From an optimization exercise on the open Yosys and OpenROAD flow, aimed at small area, a short achievable clock period and few clock cycles per item; shortcuts taken in it are not production practice. At most, simulation tests tie the RTL to the original design; equivalence was not proved.

run 3:
==> flow/design.v (excerpt) <==
module sliding_median_filter (
    input  logic                 clk,
    input  logic                 rst_n,
    input  logic                 samples_valid,
    output logic                 samples_ready,
    input  logic [15:0]          samples_sample,
    input  logic                 samples_end_of_seq,
    output logic                 medians_valid,
    input  logic                 medians_ready,
    output logic [15:0]          medians_median,
    output logic                 medians_last_out,
    input  logic                 cfg_valid,
    output logic                 cfg_ready,
    input  logic [3:0]           cfg_window_len
);
For scale: about 2400 cells after synthesis, about 450 flip-flops, ~46 I/O pins.
==> module smf_back, before the edit <==
module smf_back (
    input  logic        clk,
    input  logic        rst_n,
    input  logic [3:0]  window_len,
    input  logic        adv,
    input  logic        a_v,
    input  logic        a_fill,
    input  logic        a_emit,
    input  logic        a_last,
    input  logic [3:0]  a_ws,
    input  logic [15:0] a_y,
    output logic        push,
    output logic [15:0] push_median,
    output logic        push_last
);
    localparam int N = MAX_WINDOW;
    logic [15:0] x_q [N];
    logic [3:0]  r_q [N];
    logic         b_v, b_fill, b_emit, b_last;
    logic [N-1:0] b_sel;
    logic [15:0]  b_y;
    logic [N-1:0] b_le;
    logic         c_v, c_last;
    logic         p_v;
    logic [N-1:0] p_sel;
    logic [3:0]   p_r;
    logic [3:0]   ro_q;
    logic [2:0]   h;
    logic [3:0]   w_m1;
    logic [N-1:0] act;
    logic [N-1:0] a_sel;
    logic [N-1:0] a_c;
    logic         a_cb;
    logic [N-1:0] pend;
    logic [3:0]   p_upd;
    logic         p_up, p_dn;
    logic [3:0]   ro_r;
    logic         ro_le, ro_dn;
    logic [N-1:0] dec;
    logic [N-1:0] up;
    logic [N-1:0] dn;
    logic [3:0]   r_upd [N];
    logic [3:0]   r_new;
    logic [3:0]   ro_next;
    logic [15:0]  med;
    assign h    = window_len[3:1];
    assign w_m1 = {window_len[3:1], 1'b0};
    assign a_cb = smf_pkg::slt16(a_y, b_y);
    always_comb
    begin
        for (int i = 0; i < N; i++)
        begin
            act[i]   = (4'(i) <= w_m1);
            a_sel[i] = (a_ws == 4'(i));
            a_c[i]   = (b_v && (b_fill || b_sel[i])) ? a_cb : smf_pkg::slt16(a_y, x_q[i]);
        end
    end
    always_comb
    begin
        pend = p_v ? p_sel : '0;
        for (int i = 0; i < N; i++)
        begin
            dec[i]   = smf_pkg::ugt4(r_q[i], ro_q);
            up[i]    = ~b_le[i] & ~dec[i];
            dn[i]    = b_le[i] & dec[i];
            r_upd[i] = smf_pkg::updn4(r_q[i], up[i], dn[i]);
        end
        p_up  = |(pend & ~b_le);
        p_dn  = smf_pkg::ugt4(p_r, ro_q);
        p_upd = smf_pkg::updn4(p_r, p_up & ~p_dn, p_dn & ~p_up);
        r_new = smf_pkg::pop15(b_le);
        ro_r  = '0;
        ro_le = 1'b0;
        for (int i = 0; i < N; i++)
            if (a_sel[i])
            begin
                ro_r  = ro_r | r_q[i];
                ro_le = ro_le | b_le[i];
            end
        ro_dn = smf_pkg::ugt4(ro_r, ro_q);
        if (b_v && b_fill)
            ro_next = '0;
        else if (b_v)
            ro_next = smf_pkg::updn4(ro_r, ~ro_le & ~ro_dn, ro_le & ro_dn);
        else
            ro_next = ro_r;
    end
    always_ff @(posedge clk or negedge rst_n)
    begin
        if (!rst_n)
        begin
            b_v <= 1'b0;
            c_v <= 1'b0;
            p_v <= 1'b0;
        end
        else if (adv)
        begin
            b_v <= a_v;
            c_v <= b_v && b_emit;
            if (b_v)
                p_v <= !b_fill;
            else
                p_v <= 1'b0;
        end
    end
    always_ff @(posedge clk)
    begin
        if (adv)
        begin
            b_fill <= a_fill;
            b_emit <= a_emit;
            b_last <= a_last;
            b_sel  <= a_sel;
            b_y    <= a_y;
            b_le   <= ~a_c & act & ~a_sel;
            c_last <= b_last;
            p_sel  <= b_sel;
            p_r    <= r_new;
            ro_q   <= ro_next;
        end
    end
    always_ff @(posedge clk)
    begin
        for (int i = 0; i < N; i++)
        begin
            if (adv && b_v && (b_fill || b_sel[i]))
                x_q[i] <= b_y;
            if (adv)
            begin
                if (b_v && b_fill)
                    r_q[i] <= 4'(i);
                else if (b_v && b_sel[i])
                    r_q[i] <= r_q[i];
                else if (pend[i])
                    r_q[i] <= b_v ? p_upd : p_r;
                else if (b_v)
                    r_q[i] <= r_upd[i];
            end
        end
    end
    always_comb
    begin
        med = '0;
        for (int i = 0; i < N; i++)
            if (act[i] && (pend[i] ? (p_r == {1'b0, h}) : (r_q[i] == {1'b0, h})))
                med = med | x_q[i];
    end
    assign push        = adv && c_v;
    assign push_median = med;
    assign push_last   = c_last;
endmodule
clock: 10.0 ns
lec_check: 0
cap_margin: 20
core_margin: 2
core_utilization: 40
slew_margin: 20
setup_slack_margin: 6.5
standard.sh (not shown) runs the stock make flow with config.mk's settings and CLKGATE_MAP_FILE= SYNTH_SCRIPT=/design/flow/synth_recipe.tcl, a recipe that flattens the netlist after the stock synthesis.
==> flow/flow/run.sh <==
#!/bin/bash
# Standard ORFS layout, with the setup repair aimed at a tighter slack target.
# The clock, the constraints and every step are the standard flow's own (standard.sh); only
# the repair target differs. Each tool's output is kept in a log file here.
set -euo pipefail
cd "$(dirname "$0")/.."
bash standard.sh synth > flow_synth.log 2>&1
margin=$(cat flow/margin.txt)
echo "export SETUP_SLACK_MARGIN = ${margin}" >> config.mk
bash standard.sh > flow_layout.log 2>&1
==> flow/flow/margin.txt <==
6.5
Testbench counts of run 3, summed over its fixed seeds: cycles 12,155, items 11,227.
What run 5 does differently from run 3 at the input level:
--- a/flow/design.v
+++ b/flow/design.v
@@ -250,6 +250,7 @@
     logic [N-1:0] b_sel;
     logic [15:0]  b_y;
     logic [N-1:0] b_le;
+    logic         b_cb;
     logic         c_v, c_last;
     logic         p_v;
     logic [N-1:0] p_sel;
@@ -287,6 +288,8 @@
     end
     always_comb
     begin
+        for (int i = 0; i < N; i++)
+            p_sel[i] = (4'(i) == w_m1) ? b_sel[0] : ((i < N - 1) ? b_sel[(i + 1) % N] : 1'b0);
         pend = p_v ? p_sel : '0;
         for (int i = 0; i < N; i++)
         begin
@@ -295,7 +298,7 @@
             dn[i]    = b_le[i] & dec[i];
             r_upd[i] = smf_pkg::updn4(r_q[i], up[i], dn[i]);
         end
-        p_up  = |(pend & ~b_le);
+        p_up  = b_cb;
         p_dn  = smf_pkg::ugt4(p_r, ro_q);
         p_upd = smf_pkg::updn4(p_r, p_up & ~p_dn, p_dn & ~p_up);
         r_new = smf_pkg::pop15(b_le);
@@ -342,9 +345,9 @@
             b_last <= a_last;
             b_sel  <= a_sel;
             b_y    <= a_y;
+            b_cb   <= a_cb;
             b_le   <= ~a_c & act & ~a_sel;
             c_last <= b_last;
-            p_sel  <= b_sel;
             p_r    <= r_new;
             ro_q   <= ro_next;
         end
--- outcome ---
Run 3: PASS, flow complete, no timing, DRC or antenna violations. Having completed the whole flow, run 5 delivered a layout that passed the timing, design-rule and antenna checks. Sort run 3 and run 5 by ratio of final minimum period to clock period desc -> top: run 5. In run 5 the measured slew at the worst slew-check pin turned out 0.0074 ns higher than in run 3. Starting density of the core: run 5 < run 3. Number of filler instances in the final layout, run 3 and run 5: lower on run 5.
The RTL of run 5 was laid out without a check of its function.

* * *

the reference run:
sliding_median_filter, a different RTL version from the one above (not shown whole).
Size in the first run: roughly 2300 cells after synthesis, ~46 I/O pins, about 0.024 mm2 of cells after synthesis.
==> module smf_back, before the edit <==
module smf_back (
    input  logic        clk,
    input  logic        rst_n,
    input  logic [3:0]  window_len,
    input  logic        adv,
    input  logic        a_v,
    input  logic        a_fill,
    input  logic        a_emit,
    input  logic        a_last,
    input  logic [3:0]  a_ws,
    input  logic [15:0] a_y,
    output logic        push,
    output logic [15:0] push_median,
    output logic        push_last
);
    localparam int N = MAX_WINDOW;
    logic [15:0] x_q [N];
    logic [3:0]  r_q [N];
    logic         b_v, b_fill, b_emit, b_last;
    logic [N-1:0] b_sel;
    logic [15:0]  b_y;
    logic [N-1:0] b_le;
    logic         c_v, c_last;
    logic [2:0]   h;
    logic [3:0]   w_m1;
    logic [N-1:0] act;
    logic [N-1:0] a_sel;
    logic [N-1:0] a_c;
    logic         a_cb;
    logic [3:0]   r_old;
    logic [3:0]   r_new;
    logic [N-1:0] dec;
    logic [15:0]  med;
    assign h    = window_len[3:1];
    assign w_m1 = {window_len[3:1], 1'b0};
    assign a_cb = smf_pkg::slt16(a_y, b_y);
    always_comb
    begin
        for (int i = 0; i < N; i++)
        begin
            act[i]   = (4'(i) <= w_m1);
            a_sel[i] = (a_ws == 4'(i));
            a_c[i]   = (b_v && (b_fill || b_sel[i])) ? a_cb : smf_pkg::slt16(a_y, x_q[i]);
        end
    end
    always_comb
    begin
        r_old = '0;
        for (int i = 0; i < N; i++)
            if (b_sel[i])
                r_old = r_old | r_q[i];
        for (int i = 0; i < N; i++)
            dec[i] = smf_pkg::ugt4(r_q[i], r_old);
        r_new = smf_pkg::pop15(b_le);
    end
    always_ff @(posedge clk or negedge rst_n)
    begin
        if (!rst_n)
        begin
            b_v <= 1'b0;
            c_v <= 1'b0;
        end
        else if (adv)
        begin
            b_v <= a_v;
            c_v <= b_v && b_emit;
        end
    end
    always_ff @(posedge clk)
    begin
        if (adv)
        begin
            b_fill <= a_fill;
            b_emit <= a_emit;
            b_last <= a_last;
            b_sel  <= a_sel;
            b_y    <= a_y;
            b_le   <= ~a_c & act & ~a_sel;
            c_last <= b_last;
        end
    end
    always_ff @(posedge clk)
    begin
        for (int i = 0; i < N; i++)
        begin
            if (adv && b_v)
            begin
                if (b_fill)
                begin
                    x_q[i] <= b_y;
                    r_q[i] <= 4'(i);
                end
                else if (b_sel[i])
                begin
                    x_q[i] <= b_y;
                    r_q[i] <= r_new;
                end
                else
                begin
                    r_q[i] <= smf_pkg::updn4(r_q[i], ~b_le[i] & ~dec[i], dec[i] & b_le[i]);
                end
            end
        end
    end
    always_comb
    begin
        med = '0;
        for (int i = 0; i < N; i++)
            if (act[i] && (r_q[i] == {1'b0, h}))
                med = med | x_q[i];
    end
    assign push        = adv && c_v;
    assign push_median = med;
    assign push_last   = c_last;
endmodule
export LEC_CHECK = 0
export CAP_MARGIN = 20
export CORE_MARGIN = 2
export CORE_UTILIZATION = 40
export SLEW_MARGIN = 20
export SETUP_SLACK_MARGIN = 6.8
create_clock -name core_clock -period 10.0 [get_ports {clk}]
==> flow/flow/margin.txt <==
6.8
Scripts as last shown in full above: flow/flow/run.sh
Inputs modified between the reference run and the trial run:
diff --git a/flow/design.v b/flow/design.v
--- a/flow/design.v
+++ b/flow/design.v
@@ -47,18 +47,24 @@
         t[2] = (up & r[0] & r[1]) | (dn & ~r[0] & ~r[1]);
         t[3] = (up & r[0] & r[1] & r[2]) | (dn & ~r[0] & ~r[1] & ~r[2]);
         updn4 = r ^ t;
     endfunction
-    function automatic logic [3:0] pop15(input logic [14:0] v);
+    function automatic logic [9:0] pop15_l1(input logic [14:0] v);
         logic [4:0] s1, c1;
-        logic       s2a, c2a, s2b, c2b;
-        logic       s3a, c3a, s3b, c3b, s3c, c3c;
-        logic       s4, c4;
         for (int i = 0; i < 5; i++)
         begin
             s1[i] = v[3*i] ^ v[3*i+1] ^ v[3*i+2];
             c1[i] = (v[3*i] & v[3*i+1]) | (v[3*i] & v[3*i+2]) | (v[3*i+1] & v[3*i+2]);
         end
+        pop15_l1 = {c1, s1};
+    endfunction
+    function automatic logic [3:0] pop15_l2(input logic [9:0] sc);
+        logic [4:0] s1, c1;
+        logic       s2a, c2a, s2b, c2b;
+        logic       s3a, c3a, s3b, c3b, s3c, c3c;
+        logic       s4, c4;
+        s1 = sc[4:0];
+        c1 = sc[9:5];
         s2a = s1[0] ^ s1[1] ^ s1[2];
         c2a = (s1[0] & s1[1]) | (s1[0] & s1[2]) | (s1[1] & s1[2]);
         s2b = s2a ^ s1[3] ^ s1[4];
         c2b = (s2a & s1[3]) | (s2a & s1[4]) | (s1[3] & s1[4]);
@@ -69,9 +75,9 @@
         s3c = s3a ^ s3b ^ c2b;
         c3c = (s3a & s3b) | (s3a & c2b) | (s3b & c2b);
         s4 = c3a ^ c3b ^ c3c;
         c4 = (c3a & c3b) | (c3a & c3c) | (c3b & c3c);
-        pop15 = {c4, s4, s3c, s2b};
+        pop15_l2 = {c4, s4, s3c, s2b};
     endfunction
 endpackage
 import smf_pkg::*;
 module smf_front (
@@ -249,8 +255,10 @@
     logic         b_v, b_fill, b_emit, b_last;
     logic [N-1:0] b_sel;
     logic [15:0]  b_y;
     logic [N-1:0] b_le;
+    logic [9:0]   b_cnt;
+    logic [N-1:0] a_le;
     logic         c_v, c_last;
     logic [2:0]   h;
     logic [3:0]   w_m1;
     logic [N-1:0] act;
@@ -271,8 +279,9 @@
             act[i]   = (4'(i) <= w_m1);
             a_sel[i] = (a_ws == 4'(i));
             a_c[i]   = (b_v && (b_fill || b_sel[i])) ? a_cb : smf_pkg::slt16(a_y, x_q[i]);
         end
+        a_le = ~a_c & act & ~a_sel;
     end
     always_comb
     begin
         r_old = '0;
@@ -280,9 +289,9 @@
             if (b_sel[i])
                 r_old = r_old | r_q[i];
         for (int i = 0; i < N; i++)
             dec[i] = smf_pkg::ugt4(r_q[i], r_old);
-        r_new = smf_pkg::pop15(b_le);
+        r_new = smf_pkg::pop15_l2(b_cnt);
     end
     always_ff @(posedge clk or negedge rst_n)
     begin
         if (!rst_n)
@@ -304,9 +313,10 @@
             b_emit <= a_emit;
             b_last <= a_last;
             b_sel  <= a_sel;
             b_y    <= a_y;
-            b_le   <= ~a_c & act & ~a_sel;
+            b_le   <= a_le;
+            b_cnt  <= smf_pkg::pop15_l1(a_le);
             c_last <= b_last;
         end
     end
     always_ff @(posedge clk)
Relative to the reference run, the worst slew margin relative to its limit of the trial run is higher by 4.9 points. Sort the trial run and the reference run by number of multi-input combinational cells in the layout asc -> top: the reference run. The final design instance area without fill number comes out higher for the trial run vs the reference run. The trial run: no failed stages, no open violations at the end. The minimum period implied by the final worst setup slack on the reference run is in line with that on the trial run. After detailed routing, the reference run needs more wire than the trial run. Compared with the reference run, the detailed router inserted fewer vias in the trial run. NOTE cell area after placement the reference run->the trial run increased slightly. Higher synthesized area was reported by the trial run, not the reference run. Fraction of standard cell area in multi-input logic for the trial run is higher than for the reference run. Layout net count of the trial run exceeds that of the reference run slightly. On initial standard-cell utilization of the core, the trial run and the reference run are basically level. The lower growth of design area from synthesis to finish came out of the reference run.
No run of this note included a check of the RTL's function; only the layout flow was run.

==> port drivers added, routing unchanged <==
The results above use ideal ports. As a check the final layouts listed here were re-extracted and re-timed, cells and wires unchanged.
Step 1: set_driving_cell puts a clkbuf_16 on clk and a buf_2 on each other input, an assumption about the parent block.
Step 2, shift: input delay + t, output delay - t, t = (earliest + latest rising clock arrival at the registers) / 2. This alone moves slack from input paths to output paths.
Slacks: no drivers / after step 1 / after step 2; pairs: no drivers / after step 1.
run | t, ns | setup WS [ns] | worst setup path after step 2 | worst slew at a driven data input, ns | pins driven straight from the clock port
run 3 | 0.683 | 6.495 / 6.476 / 6.079 | input to register | 0.04 | 1
run 5 | 0.661 | 6.468 / 6.468 / 6.068 | input to register | 0.04 | 1
the reference run | 0.669 | 6.414 / 6.414 / 6.323 | input to register | 0.04 | 1
the trial run | 0.643 | 6.417 / 6.417 / 6.331 | input to register | 0.05 | 1
After both steps every run listed still meets setup and hold. For run 3, which loses most, drivers alone change the setup slack by -0.019 ns; drivers and shift together by -0.416 ns.
